Background: an optimization exercise with open tools, aiming at small area. Do not read the settings as production practice. Only simulation tests tie the RTL to the original design; equivalence was not proved. Power figures rest on the tool's default switching activity, not on a simulated workload.

Design wb_stage_regfile, start of the top module:
module wb_stage_regfile (
    input  logic                CLK,
    input  logic                rst_n,
    input  logic [31:0]         PC_O,
    input  logic                Reg_Wr_En_O,
    input  logic [4:0]          mem_wb_rd,
    input  logic [31:0]         result_O,
    input  logic [1:0]          Src_to_Reg_O,
    input  logic [31:0]         DMEM_O,
    input  logic                wb_valid,
    input  logic [4:0]          rs1_addr,
    input  logic [4:0]          rs2_addr,
    output logic [31:0]         rs1_data,
    output logic [31:0]         rs2_data,
    output logic [31:0]         wb_data,
    output logic [4:0]          wb_rd,
    output logic                wb_we,
    output logic [63:0]         instret
);
    logic [31:0] regs [1:31];
    logic [31:0] regs_d [1:31];
    logic [31:1] vld;
    logic [31:0] sel_data;
    logic        eff_we;
    logic [63:0] instret_q;
    logic [31:1] row_we, row_we_n, sel1, sel2;
    always_comb begin
        case (Src_to_Reg_O)
            2'b00:   sel_data = result_O;
            2'b01:   sel_data = DMEM_O;
            2'b10:   sel_data = PC_O + 32'd4;
            default: sel_data = '0;
        endcase
    end
    assign eff_we  = rst_n & Reg_Wr_En_O & wb_valid & (mem_wb_rd != 5'd0);
    assign wb_data = sel_data;
    assign wb_we   = eff_we;
    assign wb_rd   = mem_wb_rd;
    assign instret = instret_q;
    always_comb
        for (int i = 1; i < 32; i++) begin
            row_we[i]   = eff_we && mem_wb_rd == i[4:0];
            row_we_n[i] = ~row_we[i];
            sel1[i]     = vld[i] && rs1_addr == i[4:0];
  ...
For scale: about 3,600 cells after synthesis, ~1,100 flip-flops, about 43,000 um^2 of cells after synthesis.
Settings: LEC_CHECK=0, CAP_MARGIN=20, CORE_MARGIN=2, CORE_UTILIZATION=30, PLACE_DENSITY=0.5, SETUP_SLACK_MARGIN=0.3, SLEW_MARGIN=20, SYNTH_HIERARCHICAL=1; clock period 6.0 ns.
standard.sh (not shown) runs the stock make flow with config.mk's settings and CLKGATE_MAP_FILE= SYNTH_SCRIPT=/design/flow/synth_recipe.tcl, a recipe that flattens the netlist after the stock synthesis.
==> flow/flow/run.sh <==
#!/bin/bash
# Own flow: the standard layout, with smaller port buffers and a clock tree
# built from mid-size buffers without dummy loads. make's output goes to
# standard.log; ORFS keeps each step's log under orfs/logs.
bash standard.sh finish \
  BUFFER_PORTS_ARGS="-buffer_cell sky130_fd_sc_hd__buf_1" \
  CTS_ARGS="-sink_clustering_enable -repair_clock_nets -dont_use_dummy_load -buf_list {sky130_fd_sc_hd__clkbuf_4 sky130_fd_sc_hd__clkbuf_8} -sink_clustering_size 18 -sink_clustering_max_diameter 60" \
  > standard.log 2>&1
The baseline produced a clean layout.
Change:
==> flow/flow/run.sh (replaced) <==
#!/bin/bash
# Own flow: the standard layout, with smaller port buffers and a clock tree
# built from mid-size buffers without dummy loads. make's output goes to
# standard.log; ORFS keeps each step's log under orfs/logs.
bash standard.sh finish \
  BUFFER_PORTS_ARGS="-buffer_cell sky130_fd_sc_hd__buf_1" \
  CTS_ARGS="-sink_clustering_enable -repair_clock_nets -dont_use_dummy_load -buf_list sky130_fd_sc_hd__clkbuf_4 -sink_clustering_size 10 -sink_clustering_max_diameter 40" \
  > standard.log 2>&1
After rerunning: Hold slack gains 110 ps. Design area barely changes. Core utilization barely changes. Power fell by 1.1%.
Change:
CORE_UTILIZATION = 40   (was 30)
PLACE_DENSITY = 0.7   (was 0.5)
Result: The new run completed with no timing, DRC or antenna violations. First-iteration DRC count increases by 13%. Clock skew decreases by 14 ps. Die area decreases by 25%. Sequential cell count stays the same. Register-to-register slack gains 150 ps. Cell area decreases by 1.7%. Non-clock buffer count increases by 21. Worst hold slack loses 370 ps. Final cell count decreases by 8.1%. Routed wire length decreases by 10%. Total power decreases by 3.2%.
Change:
CAP_MARGIN = 5   (was 20)
CORE_UTILIZATION = 30   (was 40)
PLACE_DENSITY = 0.5   (was 0.7)
SLEW_MARGIN = 5   (was 20)
Outcome: Global-route usage is lower by 5.5 points. Area after synthesis stays the same. Design area goes up by 1.7%. Wire length rises by 12%.
Change:
CAP_MARGIN = 20   (was 5)
GPL_TIMING_DRIVEN = 0   (was unset)
SLEW_MARGIN = 20   (was 5)
Result:
- die area stays the same
- sequential power fell by about 0.5%
- clock skew rose by 16 ps
- synthesized area stays the same
- setup slack improved by 63 ps
- combinational power rose by about 6%
- clock-buffer cell count rose by 6
- design area rose by 5.4%
- maximum frequency rose by 1.1%
- worst hold slack got worse by 150 ps

separate check: timing with driven ports:
In the flow no input, the clock included, has a driving cell. The finished layouts below were timed again as built, in two steps. Step 1, drivers: a clkbuf_16 drives CLK and a buf_2 each remaining input, both assumed. Step 2 adds t to the input delays and takes it off the output delays; t is the mean of the earliest and latest rising clock arrival at the registers after step 1. Input paths then give back, and output paths get back, about the clock's delay inside the block. a / b / c = ideal / step 1 / step 2; a / b = the first two.
run | t, ns | setup slack, ns | latest minus earliest clock arrival (ns) | worst slew at a driven data input, ns
the first run | 0.873 | 0.286 / 0.115 / 0.115 | 0.090 / 0.090 | 0.20
the second run | 1.262 | 0.314 / 0.122 / 0.122 | 0.113 / 0.113 | 0.21
the third run | 1.142 | 0.461 / 0.327 / 0.327 | 0.199 / 0.198 | 0.26
the fourth run | 1.268 | 0.245 / 0.059 / 0.059 | 0.110 / 0.111 | 0.21
the fifth run | 1.244 | 0.308 / 0.285 / 0.285 | 0.195 / 0.195 | 0.20
After both steps every run listed still meets setup and hold. The setup slack of the second run, which loses most, moves by -0.192 ns with the drivers and by -0.192 ns with both steps.
